Context: an optimization exercise on an open-source flow, tuned for small area. The choices shown serve that exercise and are no tape-out recipe. In this exercise RTL edits were held to simulation tests only and were not proved equivalent to the original. Power is estimated from default activity; no workload was simulated.

==> flow/design.v <==
package fbnn_pkg;
    localparam int unsigned FracBits = 16;
    localparam int unsigned DimW   = 10;
    localparam int unsigned IdxW   = 20;
    localparam int unsigned AccW   = 27;
    localparam int unsigned StepW  = 26;
    localparam int unsigned CountW = 30;
    localparam int unsigned FsizeW = 19;
    localparam int unsigned OffW   = 9;
    localparam int unsigned ModeW  = 3;
    localparam logic [2:0] RegEnabled = 3'd0;
    localparam logic [2:0] RegMode    = 3'd1;
    localparam logic [2:0] RegPal     = 3'd2;
    localparam logic [2:0] RegWidth   = 3'd3;
    localparam logic [2:0] RegHeight  = 3'd4;
    localparam logic [ModeW-1:0] ModeNtsc = 3'd0;
    localparam logic [ModeW-1:0] ModePal  = 3'd2;
    typedef struct packed {
        logic              reject;
        logic              fits;
        logic [DimW-1:0]   w;
        logic [DimW-1:0]   h;
        logic [DimW-1:0]   rw;
        logic [DimW-1:0]   rl;
        logic [FsizeW-1:0] fsize;
        logic [OffW-1:0]   xo;
        logic [OffW-1:0]   yo;
    } fbnn_geom_t;
    typedef struct packed {
        logic wr;
        logic clr_count;
    } fbnn_cfg_evt_t;
    typedef struct packed {
        logic reject;
        logic buf_sel;
    } fbnn_item_t;
    typedef struct packed {
        logic             start;
        logic [StepW-1:0] dividend;
        logic [DimW-1:0]  divisor;
    } fbnn_div_req_t;
    typedef struct packed {
        logic             done;
        logic [StepW-1:0] quotient;
    } fbnn_div_rsp_t;
    typedef enum logic [2:0] {
        BK_IDLE,
        BK_DIV_COL,
        BK_DIV_ROW,
        BK_MUL,
        BK_SUM
    } fbnn_bk_state_t;
endpackage
import fbnn_pkg::*;
module fbnn_cfg #(
    parameter int unsigned MAX_CANVAS_DIM = 1024
) (
    input  logic                   clk,
    input  logic                   rst_n,
    input  logic                   psel,
    input  logic                   penable,
    input  logic                   pwrite,
    input  logic [4:0]             paddr,
    input  logic [31:0]            pwdata,
    output logic [31:0]            prdata,
    output fbnn_pkg::fbnn_geom_t   geom,
    output fbnn_pkg::fbnn_cfg_evt_t evt
);
    localparam int unsigned DimMax = MAX_CANVAS_DIM - 1;
    logic             enabled_reg, enabled_next;
    logic [ModeW-1:0] mode_reg, mode_next;
    logic             pal_reg, pal_next;
    logic [DimW-1:0]  width_reg, width_next;
    logic [DimW-1:0]  height_reg, height_next;
    logic [2:0]       idx;
    logic             wr;
    logic [DimW-1:0]  val;
    logic [ModeW-1:0] eff_old, eff_new, eff;
    logic [DimW-1:0]  w_sat, h_sat, rw, rl, dx, dy;
    assign idx = paddr[4:2];
    assign wr  = psel && penable && pwrite;
    assign val = pwdata[DimW-1:0];
    always_comb
    begin
        enabled_next = enabled_reg;
        mode_next    = mode_reg;
        pal_next     = pal_reg;
        width_next   = width_reg;
        height_next  = height_reg;
        if (wr)
        begin
            unique case (idx)
                RegEnabled: enabled_next = val[0];
                RegMode:    mode_next    = val[ModeW-1:0];
                RegPal:     pal_next     = val[0];
                RegWidth:   width_next   = val;
                RegHeight:  height_next  = val;
                default:    ;
            endcase
        end
    end
    assign eff_old = (mode_reg != '0) ? mode_reg : (pal_reg ? ModePal : ModeNtsc);
    assign eff_new = (mode_next != '0) ? mode_next : (pal_next ? ModePal : ModeNtsc);
    assign eff     = eff_old;
    always_comb
    begin
        evt.wr        = wr && (idx <= RegHeight);
        evt.clr_count = 1'b0;
        if (wr && idx == RegEnabled && val[0] && !enabled_reg)
        begin
            evt.clr_count = 1'b1;
        end
        if (wr && (idx == RegMode || idx == RegPal) && enabled_reg && eff_new != eff_old)
        begin
            evt.clr_count = 1'b1;
        end
    end
    always_comb
    begin
        unique case (idx)
            RegEnabled: prdata = {31'b0, enabled_reg};
            RegMode:    prdata = {29'b0, mode_reg};
            RegPal:     prdata = {31'b0, pal_reg};
            RegWidth:   prdata = {22'b0, width_reg};
            RegHeight:  prdata = {22'b0, height_reg};
            default:    prdata = '0;
        endcase
    end
    assign w_sat = (32'(width_reg) > DimMax) ? DimW'(DimMax) : width_reg;
    assign h_sat = (32'(height_reg) > DimMax) ? DimW'(DimMax) : height_reg;
    logic [FsizeW-1:0] fsize;
    always_comb
    begin
        unique case (eff)
            3'd0:    begin rw = 10'd320; rl = 10'd240; fsize = 19'd76800;  end
            3'd1:    begin rw = 10'd640; rl = 10'd480; fsize = 19'd307200; end
            3'd2:    begin rw = 10'd352; rl = 10'd288; fsize = 19'd101376; end
            3'd3:    begin rw = 10'd720; rl = 10'd480; fsize = 19'd345600; end
            3'd4:    begin rw = 10'd720; rl = 10'd576; fsize = 19'd414720; end
            3'd5:    begin rw = 10'd720; rl = 10'd480; fsize = 19'd345600; end
            3'd6:    begin rw = 10'd720; rl = 10'd576; fsize = 19'd414720; end
            default: begin rw = 10'd640; rl = 10'd480; fsize = 19'd307200; end
        endcase
    end
    assign dx    = rw - w_sat;
    assign dy    = rl - h_sat;
    always_comb
    begin
        geom.reject = !enabled_reg || (w_sat < 10'd2) || (h_sat < 10'd2);
        geom.fits   = (w_sat <= rw) && (h_sat <= rl);
        geom.w      = w_sat;
        geom.h      = h_sat;
        geom.rw     = rw;
        geom.rl     = rl;
        geom.fsize  = fsize;
        geom.xo     = dx[DimW-1:1];
        geom.yo     = dy[DimW-1:1];
    end
    always_ff @(posedge clk or negedge rst_n)
    begin
        if (!rst_n)
        begin
            enabled_reg <= 1'b0;
            mode_reg    <= '0;
            pal_reg     <= 1'b0;
            width_reg   <= 10'd320;
            height_reg  <= 10'd240;
        end
        else
        begin
            enabled_reg <= enabled_next;
            mode_reg    <= mode_next;
            pal_reg     <= pal_next;
            width_reg   <= width_next;
            height_reg  <= height_next;
        end
    end
endmodule
import fbnn_pkg::*;
module fbnn_front (
    input  logic                 clk,
    input  logic                 rst_n,
    input  logic                 req_valid,
    output logic                 req_ready,
    input  logic                 buffer_select,
    input  logic                 reject,
    output logic                 q_valid,
    output fbnn_pkg::fbnn_item_t q_item,
    input  logic                 q_pop
);
    localparam int unsigned QDepth = 2;
    localparam int unsigned QAw    = $clog2(QDepth);
    logic [1:0]         q_mem [0:QDepth-1];
    logic [QAw-1:0]     wptr_reg, wptr_next;
    logic [QAw-1:0]     rptr_reg, rptr_next;
    logic [QAw:0]       cnt_reg, cnt_next;
    logic               push;
    logic               pop;
    assign req_ready = (cnt_reg != (QAw+1)'(QDepth));
    assign push      = req_valid && req_ready;
    assign q_valid   = (cnt_reg != '0);
    assign pop       = q_pop && q_valid;
    assign q_item    = q_mem[rptr_reg];
    always_comb
    begin
        wptr_next = wptr_reg;
        rptr_next = rptr_reg;
        cnt_next  = cnt_reg;
        if (push)
        begin
            wptr_next = (wptr_reg == QAw'(QDepth - 1)) ? '0 : wptr_reg + 1'b1;
        end
        if (pop)
        begin
            rptr_next = (rptr_reg == QAw'(QDepth - 1)) ? '0 : rptr_reg + 1'b1;
        end
        if (push && !pop)
        begin
            cnt_next = cnt_reg + 1'b1;
        end
        else if (pop && !push)
        begin
            cnt_next = cnt_reg - 1'b1;
        end
    end
    always_ff @(posedge clk)
    begin
        if (push)
        begin
            q_mem[wptr_reg] <= {reject, buffer_select};
        end
    end
    always_ff @(posedge clk or negedge rst_n)
    begin
        if (!rst_n)
        begin
            wptr_reg <= '0;
            rptr_reg <= '0;
            cnt_reg  <= '0;
        end
        else
        begin
            wptr_reg <= wptr_next;
            rptr_reg <= rptr_next;
            cnt_reg  <= cnt_next;
        end
    end
endmodule
import fbnn_pkg::*;
module fbnn_div (
    input  logic                    clk,
    input  logic                    rst_n,
    input  fbnn_pkg::fbnn_div_req_t req,
    output fbnn_pkg::fbnn_div_rsp_t rsp
);
    localparam int unsigned CntW = $clog2(StepW);
    logic               busy_reg, busy_next;
    logic               done_reg, done_next;
    logic [CntW-1:0]    cnt_reg, cnt_next;
    logic [DimW-1:0]    rem_reg, rem_next;
    logic [StepW-1:0]   quo_reg, quo_next;
    logic [DimW-1:0]    dvs_reg, dvs_next;
    logic [DimW:0]      shifted;
    logic [DimW+1:0]    diff;
    logic               ge;
    assign shifted = {rem_reg, quo_reg[StepW-1]};
    assign diff    = {1'b0, shifted} - {2'b0, dvs_reg};
    assign ge      = !diff[DimW+1];
    always_comb
    begin
        busy_next = busy_reg;
        done_next = 1'b0;
        cnt_next  = cnt_reg;
        rem_next  = rem_reg;
        quo_next  = quo_reg;
        dvs_next  = dvs_reg;
        if (req.start)
        begin
            busy_next = 1'b1;
            cnt_next  = '0;
            rem_next  = '0;
            quo_next  = req.dividend;
            dvs_next  = req.divisor;
        end
        else if (busy_reg)
        begin
            rem_next = ge ? diff[DimW-1:0] : shifted[DimW-1:0];
            quo_next = {quo_reg[StepW-2:0], ge};
            if (cnt_reg == CntW'(StepW - 1))
            begin
                busy_next = 1'b0;
                done_next = 1'b1;
            end
            else
            begin
                cnt_next = cnt_reg + 1'b1;
            end
        end
    end
    assign rsp.done     = done_reg;
    assign rsp.quotient = quo_reg;
    always_ff @(posedge clk)
    begin
        cnt_reg <= cnt_next;
        rem_reg <= rem_next;
        quo_reg <= quo_next;
        dvs_reg <= dvs_next;
    end
    always_ff @(posedge clk or negedge rst_n)
    begin
        if (!rst_n)
        begin
            busy_reg <= 1'b0;
            done_reg <= 1'b0;
        end
        else
        begin
            busy_reg <= busy_next;
            done_reg <= done_next;
        end
    end
endmodule
import fbnn_pkg::*;
module fbnn_back (
    input  logic                    clk,
    input  logic                    rst_n,
    input  fbnn_pkg::fbnn_geom_t    geom,
    input  fbnn_pkg::fbnn_cfg_evt_t evt,
    input  logic                    q_valid,
    input  fbnn_pkg::fbnn_item_t    q_item,
    output logic                    q_pop,
    output fbnn_pkg::fbnn_div_req_t div_req,
    input  fbnn_pkg::fbnn_div_rsp_t div_rsp,
    output logic                    rsp_valid,
    input  logic                    rsp_ready,
    output logic                    status,
    output logic [19:0]             source_index,
    output logic [19:0]             dest_index,
    output logic                    frame_last,
    output logic [31:0]             control_word
);
    fbnn_pkg::fbnn_bk_state_t     state_reg;
    fbnn_pkg::fbnn_bk_state_t     state_next;
    logic               in_frame_reg, in_frame_next;
    logic               latched_reg, latched_next;
    logic [DimW-1:0]    col_reg, col_next;
    logic [DimW-1:0]    row_reg, row_next;
    logic [AccW-1:0]    col_acc_reg, col_acc_next;
    logic [AccW-1:0]    row_acc_reg, row_acc_next;
    logic [StepW-1:0]   col_step_reg, col_step_next;
    logic [StepW-1:0]   row_step_reg, row_step_next;
    logic [CountW-1:0]  fc_reg, fc_next;
    logic [2*DimW:0]    prod_a_reg, prod_a_next;
    logic [2*DimW:0]    prod_b_reg, prod_b_next;
    logic [DimW:0]      add_a_reg, add_a_next;
    logic [DimW:0]      add_b_reg, add_b_next;
    logic               out_valid_reg, out_valid_next;
    logic               status_reg, status_next;
    logic [IdxW-1:0]    src_reg, src_next;
    logic [IdxW-1:0]    dst_reg, dst_next;
    logic               last_reg, last_next;
    logic [31:0]        ctrl_reg, ctrl_next;
    logic               out_free;
    logic [DimW:0]      col_inc;
    logic [DimW:0]      mul_a_l, mul_b_l;
    logic [FsizeW-1:0]  base;
    logic               is_last;
    logic [CountW-1:0]  fc_inc;
    assign out_free = !out_valid_reg || rsp_ready;
    assign col_inc  = {1'b0, col_reg} + 1'b1;
    assign base     = latched_reg ? geom.fsize : '0;
    assign fc_inc   = fc_reg + 1'b1;
    assign is_last  = geom.fits ?
        (col_reg == geom.w - 1'b1) && (row_reg == geom.h - 1'b1) :
        (col_reg == geom.rw - 1'b1) && (row_reg == geom.rl - 1'b1);
    assign mul_a_l = geom.fits ? {1'b0, row_reg} : row_acc_reg[AccW-1:FracBits];
    assign mul_b_l = geom.fits ? {1'b0, row_reg} + {2'b0, geom.yo} : {1'b0, row_reg};
    always_comb
    begin
        state_next = state_reg;
        unique case (state_reg)
            BK_IDLE:
            begin
                if (q_valid && !q_item.reject)
                begin
                    state_next = (!in_frame_reg && !geom.fits) ? BK_DIV_COL : BK_MUL;
                end
            end
            BK_DIV_COL:
            begin
                if (div_rsp.done)
                begin
                    state_next = BK_DIV_ROW;
                end
            end
            BK_DIV_ROW:
            begin
                if (div_rsp.done)
                begin
                    state_next = BK_MUL;
                end
            end
            BK_MUL:
            begin
                state_next = BK_SUM;
            end
            BK_SUM:
            begin
                if (out_free)
                begin
                    state_next = BK_IDLE;
                end
            end
            default:
            begin
                state_next = BK_IDLE;
            end
        endcase
    end
    always_comb
    begin
        q_pop          = 1'b0;
        div_req        = {1'b0, geom.w, 16'b0, geom.rw};
        in_frame_next  = in_frame_reg;
        latched_next   = latched_reg;
        col_next       = col_reg;
        row_next       = row_reg;
        col_acc_next   = col_acc_reg;
        row_acc_next   = row_acc_reg;
        col_step_next  = col_step_reg;
        row_step_next  = row_step_reg;
        fc_next        = fc_reg;
        prod_a_next    = prod_a_reg;
        prod_b_next    = prod_b_reg;
        add_a_next     = add_a_reg;
        add_b_next     = add_b_reg;
        out_valid_next = out_valid_reg && !rsp_ready;
        status_next    = status_reg;
        src_next       = src_reg;
        dst_next       = dst_reg;
        last_next      = last_reg;
        ctrl_next      = ctrl_reg;
        unique case (state_reg)
            BK_IDLE:
            begin
                if (q_valid && q_item.reject)
                begin
                    if (out_free)
                    begin
                        q_pop          = 1'b1;
                        in_frame_next  = 1'b0;
                        out_valid_next = 1'b1;
                        status_next    = 1'b1;
                        src_next       = '0;
                        dst_next       = '0;
                        last_next      = 1'b0;
                        ctrl_next      = '0;
                    end
                end
                else if (q_valid)
                begin
                    q_pop = 1'b1;
                    if (!in_frame_reg)
                    begin
                        latched_next = q_item.buf_sel;
                        col_next     = '0;
                        row_next     = '0;
                        if (geom.fits)
                        begin
                            in_frame_next = 1'b1;
                        end
                        else
                        begin
                            div_req.start = 1'b1;
                        end
                    end
                end
            end
            BK_DIV_COL:
            begin
                if (div_rsp.done)
                begin
                    col_step_next = div_rsp.quotient;
                    col_acc_next  = {2'b0, div_rsp.quotient[StepW-1:1]};
                    div_req       = {1'b1, geom.h, 16'b0, geom.rl};
                end
            end
            BK_DIV_ROW:
            begin
                if (div_rsp.done)
                begin
                    row_step_next = div_rsp.quotient;
                    row_acc_next  = {2'b0, div_rsp.quotient[StepW-1:1]};
                    in_frame_next = 1'b1;
                end
            end
            BK_MUL:
            begin
                prod_a_next = {10'b0, mul_a_l} * {11'b0, geom.w};
                prod_b_next = {10'b0, mul_b_l} * {11'b0, geom.rw};
                add_a_next  = geom.fits ? {1'b0, col_reg} : col_acc_reg[AccW-1:FracBits];
                add_b_next  = geom.fits ? {1'b0, col_reg} + {2'b0, geom.xo}
                                        : {1'b0, col_reg};
            end
            BK_SUM:
            begin
                if (out_free)
                begin
                    out_valid_next = 1'b1;
                    status_next    = 1'b0;
                    src_next       = IdxW'(prod_a_reg + {10'b0, add_a_reg});
                    dst_next       = IdxW'({3'b0, base} + {1'b0, prod_b_reg}
                                           + {11'b0, add_b_reg});
                    last_next      = is_last;
                    ctrl_next      = '0;
                    if (is_last)
                    begin
                        fc_next       = fc_inc;
                        ctrl_next     = {fc_inc, 1'b0, latched_reg};
                        in_frame_next = 1'b0;
                    end
                    if (geom.fits)
                    begin
                        if (col_inc >= {1'b0, geom.w})
                        begin
                            col_next = '0;
                            row_next = row_reg + 1'b1;
                        end
                        else
                        begin
                            col_next = col_inc[DimW-1:0];
                        end
                    end
                    else
                    begin
                        col_acc_next = col_acc_reg + {1'b0, col_step_reg};
                        if (col_inc >= {1'b0, geom.rw})
                        begin
                            col_next     = '0;
                            col_acc_next = {2'b0, col_step_reg[StepW-1:1]};
                            row_next     = row_reg + 1'b1;
                            row_acc_next = row_acc_reg + {1'b0, row_step_reg};
                        end
                        else
                        begin
                            col_next = col_inc[DimW-1:0];
                        end
                    end
                end
            end
            default:
            begin
            end
        endcase
        if (evt.wr)
        begin
            in_frame_next = 1'b0;
        end
        if (evt.clr_count)
        begin
            fc_next = '0;
        end
    end
    assign rsp_valid    = out_valid_reg;
    assign status       = status_reg;
    assign source_index = src_reg;
    assign dest_index   = dst_reg;
    assign frame_last   = last_reg;
    assign control_word = ctrl_reg;
    always_ff @(posedge clk)
    begin
        latched_reg  <= latched_next;
        col_acc_reg  <= col_acc_next;
        row_acc_reg  <= row_acc_next;
        col_step_reg <= col_step_next;
        row_step_reg <= row_step_next;
        prod_a_reg   <= prod_a_next;
        prod_b_reg   <= prod_b_next;
        add_a_reg    <= add_a_next;
        add_b_reg    <= add_b_next;
        status_reg   <= status_next;
        src_reg      <= src_next;
        dst_reg      <= dst_next;
        last_reg     <= last_next;
        ctrl_reg     <= ctrl_next;
    end
    always_ff @(posedge clk or negedge rst_n)
    begin
        if (!rst_n)
        begin
            state_reg     <= BK_IDLE;
            in_frame_reg  <= 1'b0;
            col_reg       <= '0;
            row_reg       <= '0;
            fc_reg        <= '0;
            out_valid_reg <= 1'b0;
        end
        else
        begin
            state_reg     <= state_next;
            in_frame_reg  <= in_frame_next;
            col_reg       <= col_next;
            row_reg       <= row_next;
            fc_reg        <= fc_next;
            out_valid_reg <= out_valid_next;
        end
    end
endmodule
import fbnn_pkg::*;
module framebuffer_center_or_nn_scale_addr_top #(
    parameter int unsigned MAX_CANVAS_DIM = 1024
) (
    input  logic        clk,
    input  logic        rst_n,
    input  logic        psel,
    input  logic        penable,
    input  logic        pwrite,
    input  logic [4:0]  paddr,
    input  logic [31:0] pwdata,
    output logic [31:0] prdata,
    output logic        pready,
    input  logic        req_valid,
    output logic        req_ready,
    input  logic        buffer_select,
    output logic        rsp_valid,
    input  logic        rsp_ready,
    output logic        status,
    output logic [19:0] source_index,
    output logic [19:0] dest_index,
    output logic        frame_last,
    output logic [31:0] control_word
);
    fbnn_pkg::fbnn_geom_t    geom;
    fbnn_pkg::fbnn_cfg_evt_t evt;
    fbnn_pkg::fbnn_item_t    q_item;
    fbnn_pkg::fbnn_div_req_t div_req;
    fbnn_pkg::fbnn_div_rsp_t div_rsp;
    logic          q_valid;
    logic          q_pop;
    assign pready = 1'b1;
    fbnn_cfg #(
        .MAX_CANVAS_DIM(MAX_CANVAS_DIM)
    ) u_cfg (
        .clk     (clk),
        .rst_n   (rst_n),
        .psel    (psel),
        .penable (penable),
        .pwrite  (pwrite),
        .paddr   (paddr),
        .pwdata  (pwdata),
        .prdata  (prdata),
        .geom    (geom),
        .evt     (evt)
    );
    fbnn_front u_front (
        .clk           (clk),
        .rst_n         (rst_n),
        .req_valid     (req_valid),
        .req_ready     (req_ready),
        .buffer_select (buffer_select),
        .reject        (geom.reject),
        .q_valid       (q_valid),
        .q_item        (q_item),
        .q_pop         (q_pop)
    );
    fbnn_div u_div (
        .clk   (clk),
        .rst_n (rst_n),
        .req   (div_req),
        .rsp   (div_rsp)
    );
    fbnn_back u_back (
        .clk          (clk),
        .rst_n        (rst_n),
        .geom         (geom),
        .evt          (evt),
        .q_valid      (q_valid),
        .q_item       (q_item),
        .q_pop        (q_pop),
        .div_req      (div_req),
        .div_rsp      (div_rsp),
        .rsp_valid    (rsp_valid),
        .rsp_ready    (rsp_ready),
        .status       (status),
        .source_index (source_index),
        .dest_index   (dest_index),
        .frame_last   (frame_last),
        .control_word (control_word)
    );
endmodule
==> flow/constraint.sdc <==
create_clock -name core_clock -period 10.0 [get_ports {clk}]
set_input_delay 2.0000 -clock core_clock [delete_from_list [all_inputs] [get_ports {clk}]]
set_output_delay 2.0000 -clock core_clock [all_outputs]
set_load 0.01 [all_outputs]
==> flow/config.mk <==
export PLATFORM = sky130hd
export DESIGN_NAME = framebuffer_center_or_nn_scale_addr_top
export DESIGN_NICKNAME = framebuffer_center_or_nn_scale_addr_top
export VERILOG_FILES = /design/flow/design.v
export SDC_FILE = /design/flow/constraint.sdc
export NUM_CORES = 4
export LEC_CHECK = 0
export CAP_MARGIN = 20
export CORE_MARGIN = 2
export CORE_UTILIZATION = 40
export SLEW_MARGIN = 20
==> flow/run.sh <==
#!/bin/bash
# synth_recipe.tcl (not shown) runs the flow's synth.tcl, then flattens the netlist and writes it again
# the make line also repeats each setting of config.mk as NAME=value (left out here)
make -C /OpenROAD-flow-scripts/flow DESIGN_CONFIG=/design/flow/config.mk WORK_HOME=/design/flow/orfs CLKGATE_MAP_FILE= SYNTH_SCRIPT=/design/flow/synth_recipe.tcl finish
==> metrics.csv <==
stage,metric,value,unit
global_route,antenna_found_initial,3,
setup_path,crit-reg2reg-launch,u_cfg.mode_reg[0],
layout,fin_nets,3311,
timing,min_period,8579,ps
timing,finalSetupViolCount,0,
power,p_int,6.111,mW
place,dp.cells,3739,
power,p_leak,12.97,nW
setup_path,critPathLaunchType,register,
detailed_routing,drc,0,
min_path,hold_depth,0,
timing,fmax,0.1166,GHz
power,peakVddDrop,0.3543,mV
timing,maxSlewHeadroom,32.10,%
timing,fin_ws,1421,ps
layout,design_area,30920,um^2
clocking,clock-sinks,375,
synth,yosysWarnings,4,
detailed_routing,viasPerCell,5.429,
setup_path,r2r_end,u_back.prod_b_reg[19],
layout,fillers,6402,
power,power,10.64,mW
timing,fin_tns_setup,0,ps
timing,skew,37.23,ps
setup_path,crit_path_max_incr_delay,610,ps
clocking,tritoncts,done,
clocking,cts_setup_buffers,0,
detailed_routing,ant_nets,0,
setup_path,reg2reg_depth,30,
global_route,grt.overflow.total,0,
synth,synth_edf_count,274,
synth,synthFlopType,edfxtp_1,
floorplan,die_area,70960,um^2
setup_path,cp_slowest_cell,fa_1,
setup_path,crit_start,u_cfg.mode_reg[0],
synth,ys_async_sr_fraction,22.93,%
timing,worst_slew_pin_slew,1015,ps
clocking,cts_max_level,2,
power,clkPwrFrac,15.0,%
floorplan,pin_count,154,
clocking,cts_buffers,44,
power,power.switching,4.527,mW
global_route,grt_max_degree,74,
setup_path,cp.arrival,8910,ps
layout,syn_to_final_growth,12.27,%
setup_path,crit_path_end_kind,register,
clocking,clkLatencyLatePin,610,ps
timing,slew_viol_final,0,
detailed_routing,vias,20744,
synth,postSynthAreaPerCell,9.741,um^2
timing,finalCritPeriodShare,85.79,%
timing,rsz0062_at_grt,no,
clocking,ctsResizeCount,0,
timing,hold_viol,0,
clocking,clockBufferDepth,3,
setup_path,crit_required,10330,ps
setup_path,regToRegSetupSlack,1420,ps
run_status,status,finished clean,
power,switching_share,42.55,%
place,hpwl,52510,um
layout,fin_util,45.23,%
synth,synth-seq-area-share,38.81,%
floorplan,core_region_area,68350,um^2
synth,synth_seq_cells,375,
power,combPwrFrac,59.1,%
detailed_routing,wire_per_inst,18.33,um
clocking,cts.clk_slew.worst_paths,60,ps
floorplan,fp-row-count,96,
setup_path,critPathKind,reg2reg,
clocking,ctsHoldBuffers,0,
floorplan,initial_utilization,40.29,%
place,place_ws,1480,ps
detailed_routing,dr.pass1.iters,6,
place,place_congestion,0.9076,
layout,diodes,0,
layout,largest_reg_flops,31,
detailed_routing,wirelength,70040,um
power,powerDensity,344.1,nW/um^2
setup_path,worstPathMaxFanout,23,
floorplan,dieWidth,266.4,um
setup_path,endpoint,u_back.prod_b_reg[19],
clocking,cts_root_buffer,clkbuf_16,
layout,fin_cells,3821,
timing,whs,477.9,ps
floorplan,die_y,266.4,um
global_route,grt_use_total,20.00,%
synth,syn_inst,2827,
power,seq_power_share,25.9,%
synth,yosysUniqueCellTypes,81,
min_path,hold_class,reg2reg,
detailed_routing,initialDrtViolationCount,1501,
place,portBuffers,105,
layout,drive_gt1_share,4.968,%
synth,synth_area,27540,um^2
place,placed_area,29470,um^2
flow_run,cap_violations,0,
global_route,grt_pass1_wl,112200,um
global_route,first_global_vias,20852,
cells by family after synthesis:
| group | count (synthesis) | share of synthesized area [%] |
|---|---|---|
| and+or+nand+nor | 938 | 15.79 |
| AOI/OAI and AO/OA | 561 | 12.30 |
| DFF | 375 | 38.81 |
| adders and majority gates | 363 | 19.60 |
| buffers and inverters | 334 | 5.025 |
| xor gates and xnor gates | 212 | 6.793 |
| muxes | 42 | 1.649 |
| other | 2 | 0.02727 |
worst max-delay path: cells and delay by family, from the launching register on:
| family | cells | cell delay [ps] |
|---|---|---|
| and+or+nand+nor | 6 | 900 |
| AOI/OAI and AO/OA | 9 | 2650 |
| DFF | 1 | 570 |
| adders and majority gates | 8 | 3070 |
| buffers and inverters | 5 | 860 |
| xor gates and xnor gates | 2 | 300 |
how the worst min path moves through the flow:
stage	start	endpoint	slack, ps
final	u_div.quo_reg[9]	u_back.col_step_reg[9]	480
after floorplan	u_div.quo_reg[0]	u_back.col_step_reg[0]	440
after global placement	u_div.quo_reg[8]	u_back.col_step_reg[8]	480
after CTS	u_div.quo_reg[9]	u_back.col_step_reg[9]	470
after global routing	u_div.quo_reg[8]	u_back.col_step_reg[8]	510
after detailed placement	u_div.quo_reg[8]	u_back.row_step_reg[8]	470
power groups by stage:
stage / combinational (mW) / sequential, mW / clock [mW]
floorplan: 4.89 / 2.68 / 0
global placement: 6.18 / 2.76 / 0
detailed placement: 6.30 / 2.78 / 0
CTS: 6.38 / 2.75 / 1.64
global route: 7.22 / 2.80 / 1.70
finish: 6.29 / 2.75 / 1.60
layer usage:
layer | global-route usage, % | vias to the layer above | routed length, um
met2 | 31.45 | 578 | 31340
met5 | 0 | - | 30
li1 | - | 9957 | -
met1 | 26.94 | 10036 | 31260
met4 | 8.184 | 4 | 2833
met3 | 4.050 | 169 | 4579
synthesized netlist by cell type (6+ instances only):
master,number,share of area [%]
nor2_1,280,3.8
o21a_1,22,0.60
inv_1,195,2.7
a211oi_1,20,0.55
edfxtp_1,274,30
dfstp_2,6,0.57
o21bai_1,19,0.52
nor2b_1,24,0.55
xnor2_1,127,4.0
nand2b_1,34,0.77
fa_1,114,8.3
mux2i_1,33,1.2
o21ai_1,6,0.11
and3_1,44,1.0
or4_1,9,0.25
xor2_1,84,2.7
a31oi_1,15,0.34
clkbuf_1,93,1.3
a21o_1,39,1.1
nor4_1,8,0.18
buf_4,24,0.65
o211ai_1,11,0.30
nand3_1,52,0.95
a21oi_1,168,3.1
o31ai_1,21,0.57
dfxtp_1,15,1.1
mux2_2,7,0.29
nor3b_1,7,0.19
or3_1,37,0.84
nand2_1,318,4.3
buf_2,7,0.13
ha_1,249,11
dfrtp_1,80,7.3
nand4_1,16,0.36
nor3_1,39,0.71
o21ai_0,187,3.4
and2_1,43,0.98
final cells by class:
class                           instances  area [um^2]  share of cell area, %
Clock buffer                           59         1230                  3.978
Clock inverter                         23        214.0                 0.6921
Inverter                              201        754.5                  2.440
Multi-Input combinational cell       2140        15610                  50.48
Sequential cell                       375        10690                  34.57
Tap cell                              882         1104                  3.570
Timing Repair Buffer                  141         1319                  4.266
cell usage in the layout, fill, tap and decap left out, types with 84 or more instances in the layout:
master	n
xnor2_1	127
ha_1	249
o21ai_0	187
edfxtp_1	274
clkdlybuf4s50_1	104
nand2_1	318
fa_1	114
nor2_1	279
a21oi_1	166
xor2_1	84
inv_1	194

static timing again, ports no longer ideal:
The results above use ideal ports. As a check the final layout listed here was re-extracted and re-timed, cells and wires unchanged. Step 1, drivers: a clkbuf_16 drives clk and a buf_2 each remaining input, both assumed. Step 2, shift: input delay + t, output delay - t, t = (earliest + latest rising clock arrival at the registers) / 2. This alone moves slack from input paths to output paths. Three values: no drivers, after step 1, after step 2; two values: the first two.
shift t [ns]: 0.653
slack for setup (ns): 1.421 / 1.421 / 1.421
hold WS [ns]: 0.478 / 0.478 / 0.478
clock arrival spread, ns: 0.041 / 0.041
slew at the worst register clock pin (ns): 0.06 / 0.06
After both steps setup and hold are still met in this run. For this run, drivers alone change the setup slack by 0.000 ns; drivers and shift together by 0.000 ns.
